Background: an optimization exercise with open tools, aiming at small area, a short achievable clock period and few clock cycles per item. Do not read the settings as production practice. The RTL was checked by simulation tests, not by an equivalence proof against the original design.

// best_disp_select
module best_disp_select #(
    parameter int unsigned NPIX_LOG2 = 8
) (
    input  logic               clk,
    input  logic               rst,
    input  logic               frame_start,
    input  logic [10:0]        fsum,
    input  logic               valid,
    input  logic               last,
    input  logic [13:0]        g2sum,
    input  logic [10:0]        gsum,
    input  logic [13:0]        fg,
    input  logic [5:0]         place,
    output logic               busy,
    output logic [5:0]         best_place,
    output logic               best_valid,
    output logic               done,
    output logic               overrun
);
    logic        r_busy;
    logic        r_done;
    logic        r_overrun;
    logic        r_bvalid;
    logic [5:0]  r_bplace;
    logic [21:0] r_bnum;
    logic [21:0] r_bden;
    logic signed [24:0] r_bk;
    logic        r0_v;
    logic [10:0] r0_fsum;
    logic [10:0] r0_gsum;
    logic [13:0] r0_fg;
    logic [13:0] r0_g2sum;
    logic [5:0]  r0_place;
    logic        r0_last;
    logic bn_one0;
    logic bn_two0;
    logic bn_neg0;
    logic [12:0] bn_r0;
    assign bn_one0 = r0_gsum[0] ^ 1'b0;
    assign bn_two0 = (r0_gsum[1] & ~r0_gsum[0] & ~1'b0) | (~r0_gsum[1] & r0_gsum[0] & 1'b0);
    assign bn_neg0 = ~r0_gsum[1];
    assign bn_r0[0] = ((bn_one0 & r0_fsum[0]) | (bn_two0 & 1'b0)) ^ bn_neg0;
    assign bn_r0[1] = ((bn_one0 & r0_fsum[1]) | (bn_two0 & r0_fsum[0])) ^ bn_neg0;
    assign bn_r0[2] = ((bn_one0 & r0_fsum[2]) | (bn_two0 & r0_fsum[1])) ^ bn_neg0;
    assign bn_r0[3] = ((bn_one0 & r0_fsum[3]) | (bn_two0 & r0_fsum[2])) ^ bn_neg0;
  ...
For scale: about 3700 cells after synthesis, ~71 I/O pins, about 38000 sq um of cells after synthesis.
Settings: LEC_CHECK=0, CAP_MARGIN=20, CORE_MARGIN=2, CORE_UTILIZATION=40, SLEW_MARGIN=20; clock period 12.0 ns.
standard.sh (not shown) runs the stock make flow with config.mk's settings and CLKGATE_MAP_FILE= SYNTH_SCRIPT=/design/flow/synth_recipe.tcl, a recipe that flattens the netlist after the stock synthesis.
==> flow/flow/run.sh <==
#!/bin/bash
set -euo pipefail
bash standard.sh SETUP_SLACK_MARGIN=7.0 "CTS_ARGS=-sink_clustering_enable -repair_clock_nets -dont_use_dummy_load -buf_list sky130_fd_sc_hd__clkbuf_4" finish > make.log 2>&1
Testbench counts at the start, summed over its fixed seeds: cycles 10,366, items 9,296.
Then changed:
==> flow/flow/run.sh (replaced) <==
#!/bin/bash
set -euo pipefail
bash standard.sh SETUP_SLACK_MARGIN=7.0 "CTS_ARGS=-sink_clustering_enable -repair_clock_nets -dont_use_dummy_load" finish > make.log 2>&1
- CTS_BUF_LIST: not set -> sky130_fd_sc_hd__clkbuf_8
After rerunning:
- The new run completed with no timing, DRC or antenna violations
- cell area rose by 1.1%
- worst hold slack improves by 0.0098 ns
- non-clock buffer count fell by 2
- global-route usage fell by 0.22 points
Then changed:
- CORE_UTILIZATION: 40 -> 55
- CTS_BUF_LIST: sky130_fd_sc_hd__clkbuf_8 -> not set
Outcome: The changed run produced a clean layout. Synthesized area stays the same. Wire length is higher by 4.1%. Maximum frequency decreases by 1.7%. Setup slack is worse by 0.091 ns. Critical path depth is unchanged.
Then changed:
==> flow/flow/run.sh (replaced) <==
#!/bin/bash
set -euo pipefail
bash standard.sh SETUP_SLACK_MARGIN=7.0 "CTS_ARGS=-sink_clustering_enable -repair_clock_nets -dont_use_dummy_load -buf_list sky130_fd_sc_hd__clkbuf_8" finish > make.log 2>&1
- CORE_UTILIZATION: 55 -> 40
Outcome: The new run produced a clean layout; non-clock buffer count goes up by 5; synthesized cell count stays the same; die area goes up by 37%.

========
run A:
Starting RTL as in the previous note.
==> flow/design.v (excerpt) <==
module best_disp_select #(
    parameter int unsigned NPIX_LOG2 = 8
) (
    input  logic               clk,
    input  logic               rst,
    input  logic               frame_start,
    input  logic [10:0]        fsum,
    input  logic               valid,
    input  logic               last,
    input  logic [13:0]        g2sum,
    input  logic [10:0]        gsum,
    input  logic [13:0]        fg,
    input  logic [5:0]         place,
    output logic               busy,
    output logic [5:0]         best_place,
    output logic               best_valid,
    output logic               done,
    output logic               overrun
);
Settings: LEC_CHECK=0, CAP_MARGIN=20, CORE_MARGIN=2, CORE_UTILIZATION=40, SLEW_MARGIN=20, TNS_END_PERCENT=20; clock period 12.0 ns.
==> flow/flow/run.sh <==
#!/bin/bash
set -euo pipefail
bash standard.sh SETUP_SLACK_MARGIN=7.0 "CTS_ARGS=-sink_clustering_enable -repair_clock_nets -dont_use_dummy_load -buf_list sky130_fd_sc_hd__clkbuf_4" finish > make.log 2>&1
Testbench counts of run A, summed over its fixed seeds: cycles 10,366, items 9,296.
> inputs changed (run A -> run B)
==> flow/flow/run.sh <==
#!/bin/bash
set -euo pipefail
bash standard.sh SETUP_SLACK_MARGIN=7.25 "CTS_ARGS=-sink_clustering_enable -repair_clock_nets -dont_use_dummy_load" finish > make.log 2>&1
--- a/flow/config.mk
+++ b/flow/config.mk
@@ -11,2 +11 @@
 export SLEW_MARGIN = 20
-export TNS_END_PERCENT = 20
Findings:
- Per the final summary, run B finished and its layout is clean on timing, DRC and antenna.
- Reported for run B and run A, flip-flop and latch count turned out identical to the last digit.
- The pin count of the biggest net entering global routing of run B exceeds that of run A by about 110%.
- Run B ends up with higher highest attainable clock frequency than run A does.
- Higher routed via count divided by cell count goes to run B over run A.
- Compared with run A, in run B sequential cell area now sits at about the same level; worst path setup slack after routing now sits higher; worst slew margin relative to its limit now sits higher.
- Lower highest net fanout along the worst path among run B and run A: run B
- Summary — clock latency on the worst-skew pair, run B relative to run A: lower, by 0.37 ns.
#### Input delta (run C over run B)
==> flow/flow/run.sh <==
#!/bin/bash
set -euo pipefail
bash standard.sh SETUP_SLACK_MARGIN=7.0 "CTS_ARGS=-sink_clustering_enable -repair_clock_nets -dont_use_dummy_load" finish > make.log 2>&1
--- a/flow/config.mk
+++ b/flow/config.mk
@@ -10,2 +10,3 @@
 export CORE_UTILIZATION = 40
+export CTS_BUF_LIST = sky130_fd_sc_hd__clkbuf_4
 export SLEW_MARGIN = 20
Results
Compared to run B, run C has proportion of cell area occupied by multi-input gates 0.22 points higher.
Run C gives less relative area change from synthesis to final layout than run B did.
[compare] base=run B new=run C: smallest hold slack grew by 0.020 ns; floorplan die width held steady; worst-case headroom to the max-slew limit grew by 6.4 points.
Count of buffers added by post-CTS timing repair for setup, run B and run C, lower one = run C.
Between run B and run C, the fraction of the cycle the final worst path needs is lower for run C.
The following lists how run D was set up differently from run C:
==> flow/flow/run.sh <==
#!/bin/bash
set -euo pipefail
bash standard.sh SETUP_SLACK_MARGIN=7.0 "CTS_ARGS=-sink_clustering_enable -repair_clock_nets -dont_use_dummy_load -buf_list sky130_fd_sc_hd__clkbuf_4" finish > make.log 2>&1
--- a/flow/config.mk
+++ b/flow/config.mk
@@ -10,3 +10,3 @@
 export CORE_UTILIZATION = 40
-export CTS_BUF_LIST = sky130_fd_sc_hd__clkbuf_4
+export PLACE_DENSITY = 0.7
 export SLEW_MARGIN = 20
Summary: with run C as the reference, number of global-route vias before repair in run D moved up by a few percent. Compared with run C, in run D worst hold slack now smaller, adder-cell area share of the yosys netlist comparable, first-iteration DRC count went up about 11%, highest attainable clock frequency went down. Run D has required time of the critical path above what run C had. Run D was carried through to the last stage, and its layout satisfied the timing, DRC and antenna checks. The number of diodes of run D exceeds that of run C by 15. Against run C, run D reports a half-perimeter wire length of the detailed placement result that is lower. Compared with run C, in run D combined area of the multi-input logic cells has decreased, fraction of area in non-clock buffers +0.31 points.
### run D -> run E
==> flow/flow/run.sh <==
#!/bin/bash
set -euo pipefail
bash standard.sh SETUP_SLACK_MARGIN=7.0 "CTS_ARGS=-sink_clustering_enable -repair_clock_nets -dont_use_dummy_load" finish > make.log 2>&1
--- a/flow/config.mk
+++ b/flow/config.mk
@@ -10,3 +10,2 @@
 export CORE_UTILIZATION = 40
-export PLACE_DENSITY = 0.7
 export SLEW_MARGIN = 20
Results
- Run E reached the final stage; the timing, DRC and antenna checks on its layout passed.
- Run D → run E: growth of design area from synthesis to finish rose 1.2 points.
- Changes observed in run E relative to run D: post-route worst setup slack saw an increase; period utilization saw a decrease; portion of the layout cell area used by clock cells saw an increase.
- First-pass iteration count of the detailed router (higher): run D

## what the ideal ports hide
Ports are ideal in the flow. The routed layouts listed here were re-timed in OpenROAD. Step 1: set_driving_cell puts a clkbuf_16 on clk and a buf_2 on each other input, an assumption about the parent block. Step 2, shift: input delay + t, output delay - t, t = (earliest + latest rising clock arrival at the registers) / 2. This alone moves slack from input paths to output paths. Slacks: no drivers / after step 1 / after step 2; pairs: no drivers / after step 1.
run | t (ns) | slack for setup (ns) | clock arrival spread, ns | worst data-port slew with drivers (ns) | pins driven straight from the clock port
the first run of note 1 | 1.008 | 6.847 / 6.847 / 6.847 | 0.115 / 0.115 | 0.06 | 1
the second run of note 1 | 0.655 | 6.878 / 6.878 / 6.878 | 0.064 / 0.064 | 0.06 | 1
the third run of note 1 | 0.660 | 6.787 / 6.787 / 6.787 | 0.093 / 0.093 | 0.05 | 1
the fourth run of note 1 | 0.746 | 6.784 / 6.784 / 6.784 | 0.087 / 0.087 | 0.06 | 1
run A | 1.033 | 6.770 / 6.770 / 6.770 | 0.118 / 0.118 | 0.05 | 1
run B | 0.702 | 6.843 / 6.843 / 6.843 | 0.066 / 0.065 | 0.08 | 1
run C | 0.655 | 6.878 / 6.878 / 6.878 | 0.064 / 0.064 | 0.06 | 1
run D | 1.044 | 6.823 / 6.823 / 6.823 | 0.128 / 0.127 | 0.06 | 1
run E | 0.655 | 6.878 / 6.878 / 6.878 | 0.064 / 0.064 | 0.06 | 1
After both steps setup and hold are still met in every run listed.
